From an optimization exercise on the open Yosys and OpenROAD flow, aimed at small area; shortcuts taken in it are not production practice.
Only simulation tests tie the RTL to the original design; equivalence was not proved.
No activity file was given, so power comes from the tool's default toggle rates.

==> v14 <==
==> flow/design.v <==
package bp_pkg;
    typedef logic [31:0] addr_t;
    localparam addr_t INST_BYTES = 32'd4;
    localparam int PC_OFFSET = $clog2(INST_BYTES);
    typedef struct packed {
        logic  valid;
        addr_t pc;
        logic  taken;
        addr_t target;
        addr_t predicted;
    } resolve_t;
    typedef enum logic [1:0] {
        BTB_NONE   = 2'd0,
        BTB_ADD    = 2'd1,
        BTB_UPDATE = 2'd2,
        BTB_REMOVE = 2'd3
    } btb_op_e;
    typedef enum logic [1:0] {
        STRONG_NOT   = 2'b00,
        WEAK_NOT     = 2'b01,
        WEAK_TAKEN   = 2'b10,
        STRONG_TAKEN = 2'b11
    } bht_state_e;
endpackage
module branch_predictor_top (
    input  logic        CPU_CLK,
    input  logic        CPU_RST,
    input  logic [31:0] fetch_pc,
    output logic [31:0] predict_pc,
    input  logic        resolve_valid,
    input  logic [31:0] resolve_pc,
    input  logic        resolve_taken,
    input  logic [31:0] resolve_target,
    input  logic [31:0] resolve_predicted,
    output logic        redirect_valid,
    output logic [31:0] redirect_pc,
    output logic [31:0] branch_count,
    output logic [31:0] mispredict_count
);
    localparam int B       = 5;
    localparam int ENTRIES = 1 << B;
    localparam int TAG_LSB = B + 2;
    localparam int TAGW    = 32 - TAG_LSB;
    logic [ENTRIES-1:0] btb_valid;
    logic [TAGW-1:0]    btb_tag    [ENTRIES];
    logic [31:0]        btb_target [ENTRIES];
    logic [127:0]       bht_hi;
    logic [127:0]       bht_lo_n;
    logic [B-1:0]  f_idx, r_idx;
    logic [TAGW-1:0] f_tag, r_tag;
    logic [ENTRIES-1:0] f_dec, r_dec;
    logic [3:0]    f_hdec, r_hdec;
    assign f_idx = fetch_pc[TAG_LSB-1:2];
    assign r_idx = resolve_pc[TAG_LSB-1:2];
    assign f_tag = fetch_pc[31:TAG_LSB];
    assign r_tag = resolve_pc[31:TAG_LSB];
    always_comb begin
        for (int i = 0; i < ENTRIES; i++) begin
            f_dec[i] = (f_idx == i[B-1:0]);
            r_dec[i] = (r_idx == i[B-1:0]);
        end
        for (int j = 0; j < 4; j++) begin
            f_hdec[j] = (fetch_pc[8:7] == j[1:0]);
            r_hdec[j] = (resolve_pc[8:7] == j[1:0]);
        end
    end
    logic            f_valid, r_valid;
    logic [TAGW-1:0] f_rtag, r_rtag;
    logic [31:0]     f_target;
    logic            f_bht, r_bht;
    always_comb begin
        f_valid  = 1'b0;
        r_valid  = 1'b0;
        f_rtag   = '0;
        r_rtag   = '0;
        f_target = '0;
        f_bht    = 1'b0;
        r_bht    = 1'b0;
        for (int i = 0; i < ENTRIES; i++) begin
            f_valid  = f_valid  | (f_dec[i] & btb_valid[i]);
            r_valid  = r_valid  | (r_dec[i] & btb_valid[i]);
            f_rtag   = f_rtag   | ({TAGW{f_dec[i]}} & btb_tag[i]);
            r_rtag   = r_rtag   | ({TAGW{r_dec[i]}} & btb_tag[i]);
            f_target = f_target | ({32{f_dec[i]}} & btb_target[i]);
            for (int j = 0; j < 4; j++) begin
                f_bht = f_bht | (f_dec[i] & f_hdec[j] & bht_hi[j*ENTRIES+i]);
                r_bht = r_bht | (r_dec[i] & r_hdec[j] & bht_hi[j*ENTRIES+i]);
            end
        end
    end
    logic f_hit, r_hit;
    assign f_hit = f_valid & (f_rtag == f_tag);
    assign r_hit = r_valid & (r_rtag == r_tag);
    assign predict_pc = (f_hit & f_bht) ? f_target : {fetch_pc[31:2] + 30'd1, fetch_pc[1:0]};
    logic [31:0] correct_pc;
    logic        wrong_path;
    assign correct_pc     = resolve_taken ? resolve_target
                                          : {resolve_pc[31:2] + 30'd1, resolve_pc[1:0]};
    assign wrong_path     = resolve_valid & (correct_pc != resolve_predicted);
    assign redirect_valid = wrong_path;
    assign redirect_pc    = correct_pc;
    logic btb_write, btb_remove;
    assign btb_write  = resolve_valid & resolve_taken;
    assign btb_remove = resolve_valid & ~resolve_taken & r_hit & ~r_bht;
    always_ff @(posedge CPU_CLK or posedge CPU_RST) begin
        if (CPU_RST)
            btb_valid <= '0;
        else begin
            for (int i = 0; i < ENTRIES; i++) begin
                if (r_dec[i] & btb_write)
                    btb_valid[i] <= 1'b1;
                else if (r_dec[i] & btb_remove)
                    btb_valid[i] <= 1'b0;
            end
        end
    end
    always_ff @(posedge CPU_CLK) begin
        for (int i = 0; i < ENTRIES; i++) begin
            if (r_dec[i] & btb_write) begin
                btb_tag[i]    <= r_tag;
                btb_target[i] <= resolve_target;
            end
        end
    end
    always_ff @(posedge CPU_CLK or posedge CPU_RST) begin
        if (CPU_RST) begin
            bht_hi   <= '0;
            bht_lo_n <= '0;
        end else begin
            for (int j = 0; j < 4; j++) begin
                for (int i = 0; i < ENTRIES; i++) begin
                    if (resolve_valid & r_hdec[j] & r_dec[i]) begin
                        bht_hi[j*ENTRIES+i]   <= resolve_taken
                            ? (bht_hi[j*ENTRIES+i] | ~bht_lo_n[j*ENTRIES+i])
                            : (bht_hi[j*ENTRIES+i] & ~bht_lo_n[j*ENTRIES+i]);
                        bht_lo_n[j*ENTRIES+i] <= resolve_taken
                            ? ~(bht_hi[j*ENTRIES+i] | bht_lo_n[j*ENTRIES+i])
                            : ~(bht_hi[j*ENTRIES+i] & bht_lo_n[j*ENTRIES+i]);
                    end
                end
            end
        end
    end
    always_ff @(posedge CPU_CLK or posedge CPU_RST) begin
        if (CPU_RST)
            branch_count <= 32'd0;
        else if (resolve_valid)
            branch_count <= branch_count + 32'd1;
    end
    always_ff @(posedge CPU_CLK or posedge CPU_RST) begin
        if (CPU_RST)
            mispredict_count <= 32'd0;
        else if (wrong_path)
            mispredict_count <= mispredict_count + 32'd1;
    end
endmodule
==> flow/run.sh <==
#!/bin/bash
# synth_recipe.tcl (not shown) runs the flow's synth.tcl, then flattens the netlist and writes it again
# the make line also repeats each setting of config.mk as NAME=value (left out here)
make -C /OpenROAD-flow-scripts/flow DESIGN_CONFIG=/design/flow/config.mk WORK_HOME=/design/flow/orfs CLKGATE_MAP_FILE= SYNTH_SCRIPT=/design/flow/synth_recipe.tcl finish
==> flow/config.mk <==
export PLATFORM = sky130hd
export DESIGN_NAME = branch_predictor_top
export DESIGN_NICKNAME = branch_predictor_top
export VERILOG_FILES = /design/flow/design.v
export SDC_FILE = /design/flow/constraint.sdc
export NUM_CORES = 4
export LEC_CHECK = 0
export CAP_MARGIN = 20
export CORE_MARGIN = 2
export CORE_UTILIZATION = 30
export PLACE_DENSITY = 0.4
export SLEW_MARGIN = 20
==> flow/constraint.sdc <==
create_clock -name core_clock -period 11.0 [get_ports {CPU_CLK}]
set_input_delay 2.2000 -clock core_clock [delete_from_list [all_inputs] [get_ports {CPU_CLK}]]
set_output_delay 2.2000 -clock core_clock [all_outputs]
set_load 0.01 [all_outputs]
==> v9: changes against v14 <==
==> flow/design.v (replaced) <==
package bp_pkg;
    typedef logic [31:0] addr_t;
    localparam addr_t INST_BYTES = 32'd4;
    localparam int PC_OFFSET = $clog2(INST_BYTES);
    typedef struct packed {
        logic  valid;
        addr_t pc;
        logic  taken;
        addr_t target;
        addr_t predicted;
    } resolve_t;
    typedef enum logic [1:0] {
        BTB_NONE   = 2'd0,
        BTB_ADD    = 2'd1,
        BTB_UPDATE = 2'd2,
        BTB_REMOVE = 2'd3
    } btb_op_e;
    typedef enum logic [1:0] {
        STRONG_NOT   = 2'b00,
        WEAK_NOT     = 2'b01,
        WEAK_TAKEN   = 2'b10,
        STRONG_TAKEN = 2'b11
    } bht_state_e;
endpackage
module g_aoi222 (input logic a1, a2, b1, b2, c1, c2, output logic y);
    assign y = ~((a1 & a2) | (b1 & b2) | (c1 & c2));
endmodule
module g_last (input logic a1, a2, b1, b2, p8, p9, output logic y);
    assign y = ~(p8 & p9) | (a1 & a2) | (b1 & b2);
endmodule
module g_nand4 (input logic a, b, c, d, output logic y);
    assign y = ~(a & b & c & d);
endmodule
module sel32 (input logic [31:0] s, input logic [31:0] d, output logic y);
    logic [9:0]  p;
    logic [2:0]  q;
    for (genvar g = 0; g < 10; g++) begin : g_grp
        g_aoi222 u_aoi (.a1(s[3*g]),   .a2(d[3*g]),
                        .b1(s[3*g+1]), .b2(d[3*g+1]),
                        .c1(s[3*g+2]), .c2(d[3*g+2]), .y(p[g]));
    end
    g_last  u_last (.a1(s[30]), .a2(d[30]), .b1(s[31]), .b2(d[31]),
                    .p8(p[8]), .p9(p[9]), .y(q[2]));
    g_nand4 u_n0 (.a(p[0]), .b(p[1]), .c(p[2]),  .d(p[3]), .y(q[0]));
    g_nand4 u_n1 (.a(p[4]), .b(p[5]), .c(p[6]),  .d(p[7]), .y(q[1]));
    assign y = q[0] | q[1] | q[2];
endmodule
module branch_predictor_top (
    input  logic        CPU_CLK,
    input  logic        CPU_RST,
    input  logic [31:0] fetch_pc,
    output logic [31:0] predict_pc,
    input  logic        resolve_valid,
    input  logic [31:0] resolve_pc,
    input  logic        resolve_taken,
    input  logic [31:0] resolve_target,
    input  logic [31:0] resolve_predicted,
    output logic        redirect_valid,
    output logic [31:0] redirect_pc,
    output logic [31:0] branch_count,
    output logic [31:0] mispredict_count
);
    localparam int B       = 5;
    localparam int ENTRIES = 1 << B;
    localparam int TAG_LSB = B + 2;
    localparam int TAGW    = 32 - TAG_LSB;
    logic [ENTRIES-1:0] btb_valid;
    logic [TAGW-1:0]    btb_tag    [ENTRIES];
    logic [31:0]        btb_target [ENTRIES];
    logic [ENTRIES-1:0] bht_hi   [4];
    logic [ENTRIES-1:0] bht_lo_n [4];
    logic [TAGW-1:0]    f_tag, r_tag;
    logic [ENTRIES-1:0] f_dec, r_dec;
    assign f_tag = fetch_pc[31:TAG_LSB];
    assign r_tag = resolve_pc[31:TAG_LSB];
    always_comb begin
        for (int i = 0; i < ENTRIES; i++) begin
            f_dec[i] = (fetch_pc[TAG_LSB-1:2]   == i[B-1:0]);
            r_dec[i] = (resolve_pc[TAG_LSB-1:2] == i[B-1:0]);
        end
    end
    logic            f_valid, r_valid;
    logic [TAGW-1:0] f_rtag, r_rtag;
    logic [31:0]     f_target;
    logic [3:0]      f_bht4, r_bht4, r_lo_n4;
    logic            f_bht, r_bht, r_lo_n;
    sel32 u_f_valid (.s(f_dec), .d(btb_valid), .y(f_valid));
    sel32 u_r_valid (.s(r_dec), .d(btb_valid), .y(r_valid));
    for (genvar b = 0; b < TAGW; b++) begin : g_tag
        logic [ENTRIES-1:0] col;
        for (genvar i = 0; i < ENTRIES; i++) begin : g_e
            assign col[i] = btb_tag[i][b];
        end
        sel32 u_f (.s(f_dec), .d(col), .y(f_rtag[b]));
        sel32 u_r (.s(r_dec), .d(col), .y(r_rtag[b]));
    end
    for (genvar b = 0; b < 32; b++) begin : g_tgt
        logic [ENTRIES-1:0] col;
        for (genvar i = 0; i < ENTRIES; i++) begin : g_e
            assign col[i] = btb_target[i][b];
        end
        sel32 u_f (.s(f_dec), .d(col), .y(f_target[b]));
    end
    for (genvar j = 0; j < 4; j++) begin : g_bht
        sel32 u_f_hi (.s(f_dec), .d(bht_hi[j]),   .y(f_bht4[j]));
        sel32 u_r_hi (.s(r_dec), .d(bht_hi[j]),   .y(r_bht4[j]));
        sel32 u_r_lo (.s(r_dec), .d(bht_lo_n[j]), .y(r_lo_n4[j]));
    end
    assign f_bht  = f_bht4[fetch_pc[8:7]];
    assign r_bht  = r_bht4[resolve_pc[8:7]];
    assign r_lo_n = r_lo_n4[resolve_pc[8:7]];
    logic f_hit, r_hit;
    assign f_hit = f_valid & (f_rtag == f_tag);
    assign r_hit = r_valid & (r_rtag == r_tag);
    function automatic logic [29:0] inc30(input logic [29:0] x);
        logic cb, c;
        cb = 1'b1;
        for (int k = 0; k < 6; k++) begin
            c = cb;
            for (int i = 5*k; i < 5*k+5; i++) begin
                inc30[i] = x[i] ^ c;
                c        = x[i] & c;
            end
            cb = cb & (&x[5*k +: 5]);
        end
    endfunction
    assign predict_pc = (f_hit & f_bht) ? f_target : {inc30(fetch_pc[31:2]), fetch_pc[1:0]};
    logic [31:0] correct_pc;
    logic        wrong_path;
    assign correct_pc     = resolve_taken ? resolve_target
                                          : {inc30(resolve_pc[31:2]), resolve_pc[1:0]};
    assign wrong_path     = resolve_valid & (correct_pc != resolve_predicted);
    assign redirect_valid = wrong_path;
    assign redirect_pc    = correct_pc;
    logic btb_write, btb_remove;
    assign btb_write  = resolve_valid & resolve_taken;
    assign btb_remove = resolve_valid & ~resolve_taken & r_hit & ~r_bht;
    always_ff @(posedge CPU_CLK or posedge CPU_RST) begin
        if (CPU_RST)
            btb_valid <= '0;
        else begin
            for (int i = 0; i < ENTRIES; i++) begin
                if (r_dec[i] & btb_write)
                    btb_valid[i] <= 1'b1;
                else if (r_dec[i] & btb_remove)
                    btb_valid[i] <= 1'b0;
            end
        end
    end
    always_ff @(posedge CPU_CLK) begin
        for (int i = 0; i < ENTRIES; i++) begin
            if (r_dec[i] & btb_write) begin
                btb_tag[i]    <= r_tag;
                btb_target[i] <= resolve_target;
            end
        end
    end
    logic bht_nxt_hi, bht_nxt_lo_n;
    assign bht_nxt_hi   = resolve_taken ? (r_bht | ~r_lo_n) : (r_bht & ~r_lo_n);
    assign bht_nxt_lo_n = resolve_taken ? ~(r_bht | r_lo_n) : ~(r_bht & r_lo_n);
    always_ff @(posedge CPU_CLK or posedge CPU_RST) begin
        if (CPU_RST) begin
            for (int j = 0; j < 4; j++) begin
                bht_hi[j]   <= '0;
                bht_lo_n[j] <= '0;
            end
        end else begin
            for (int j = 0; j < 4; j++) begin
                for (int i = 0; i < ENTRIES; i++) begin
                    if (resolve_valid & (resolve_pc[8:7] == j[1:0]) & r_dec[i]) begin
                        bht_hi[j][i]   <= bht_nxt_hi;
                        bht_lo_n[j][i] <= bht_nxt_lo_n;
                    end
                end
            end
        end
    end
    function automatic logic [31:0] inc32(input logic [31:0] x, input logic cin);
        logic c;
        c = cin;
        for (int i = 0; i < 32; i++) begin
            inc32[i] = x[i] ^ c;
            c        = x[i] & c;
        end
    endfunction
    always_ff @(posedge CPU_CLK or posedge CPU_RST) begin
        if (CPU_RST)
            branch_count <= 32'd0;
        else
            branch_count <= inc32(branch_count, resolve_valid);
    end
    logic [31:0] mc_ones;    
    always_comb begin
        mc_ones[0] = 1'b1;
        for (int i = 1; i < 32; i++)
            mc_ones[i] = mc_ones[i-1] & mispredict_count[i-1];
    end
    always_ff @(posedge CPU_CLK or posedge CPU_RST) begin
        if (CPU_RST)
            mispredict_count <= 32'd0;
        else
            mispredict_count <= mispredict_count ^ ({32{wrong_path}} & mc_ones);
    end
endmodule
- CTS_BUF_LIST: unset -> sky130_fd_sc_hd__clkbuf_8
- CTS_CLUSTER_DIAMETER: unset -> 50
- CTS_CLUSTER_SIZE: unset -> 16
- SYNTH_HIERARCHICAL: unset -> 1
==> flow_summary_export.csv <==
group,metric,value,unit
outcome,status,"finished clean",
grt,grt_util_met2,53.3,%
floorplanning,design.die.area,322000,um^2
timing,fin_crit_sh,94.8,%
power_and_ir_drop,seq_power,9.19,mW
timing,skew,0.0797,ns
floorplanning,initial_utilization,30.2,%
detailed_routing,routedWlPerCell,49.6,um
detailed_routing,dr.pass1.iters,10,
power_and_ir_drop,pwr-share-comb,8.8,%
grt,grt_pass1_wl,748000,um
detailed_routing,wl_met2,255000,um
synthesis,synth.top_cells.by_area,"edfxtp_1 (58%), dfrtp_1 (9.2%), a22oi_1 (5.0%)",
clock_tree,numCtsBuffers,269,
final_layout,n_all_buffers,661,
synthesis,yosysTopAreaCellShare,57.5,%
grt,use_met3,8.24,%
power_and_ir_drop,p_leak,38.1,nW
[end of results for v14]
==> flow_summary_export.csv <==
group,metric,value,unit
detailed_routing,wl_met2,173000,um
grt,grt_pass1_wl,511000,um
clock_tree,numCtsBuffers,282,
outcome,status,"finished clean",
floorplanning,design.die.area,284000,um^2
timing,skew,0.0964,ns
floorplanning,initial_utilization,30.1,%
detailed_routing,dr.pass1.iters,14,
synthesis,yosysTopAreaCellShare,65.3,%
power_and_ir_drop,seq_power,9.30,mW
grt,use_met3,4.82,%
[end of results for v9]

## port drivers added, routing unchanged
In the flow no input, the clock included, has a driving cell. The finished layouts below were timed again as built, in two steps.
Step 1, drivers: a clkbuf_16 drives CPU_CLK and a buf_2 each remaining input, both assumed.
Step 2 also shifts input and output timing later by t, the mid clock arrival at the registers, as if the neighbouring blocks saw the same clock.
Slacks: no drivers / after step 1 / after step 2; pairs: no drivers / after step 1.
run | t, ns | setup slack, ns | hold slack, ns | clock arrival spread, ns
v14 | 1.026 | 0.568 / 0.539 / 0.539 | 0.471 / 0.471 / 0.471 | 0.083 / 0.083
v9 | 1.119 | 0.431 / 0.409 / 0.409 | 0.469 / 0.469 / 0.469 | 0.098 / 0.098
After both steps setup and hold are still met in every run listed. The setup slack of v14, which loses most, moves by -0.029 ns with the drivers and by -0.029 ns with both steps.
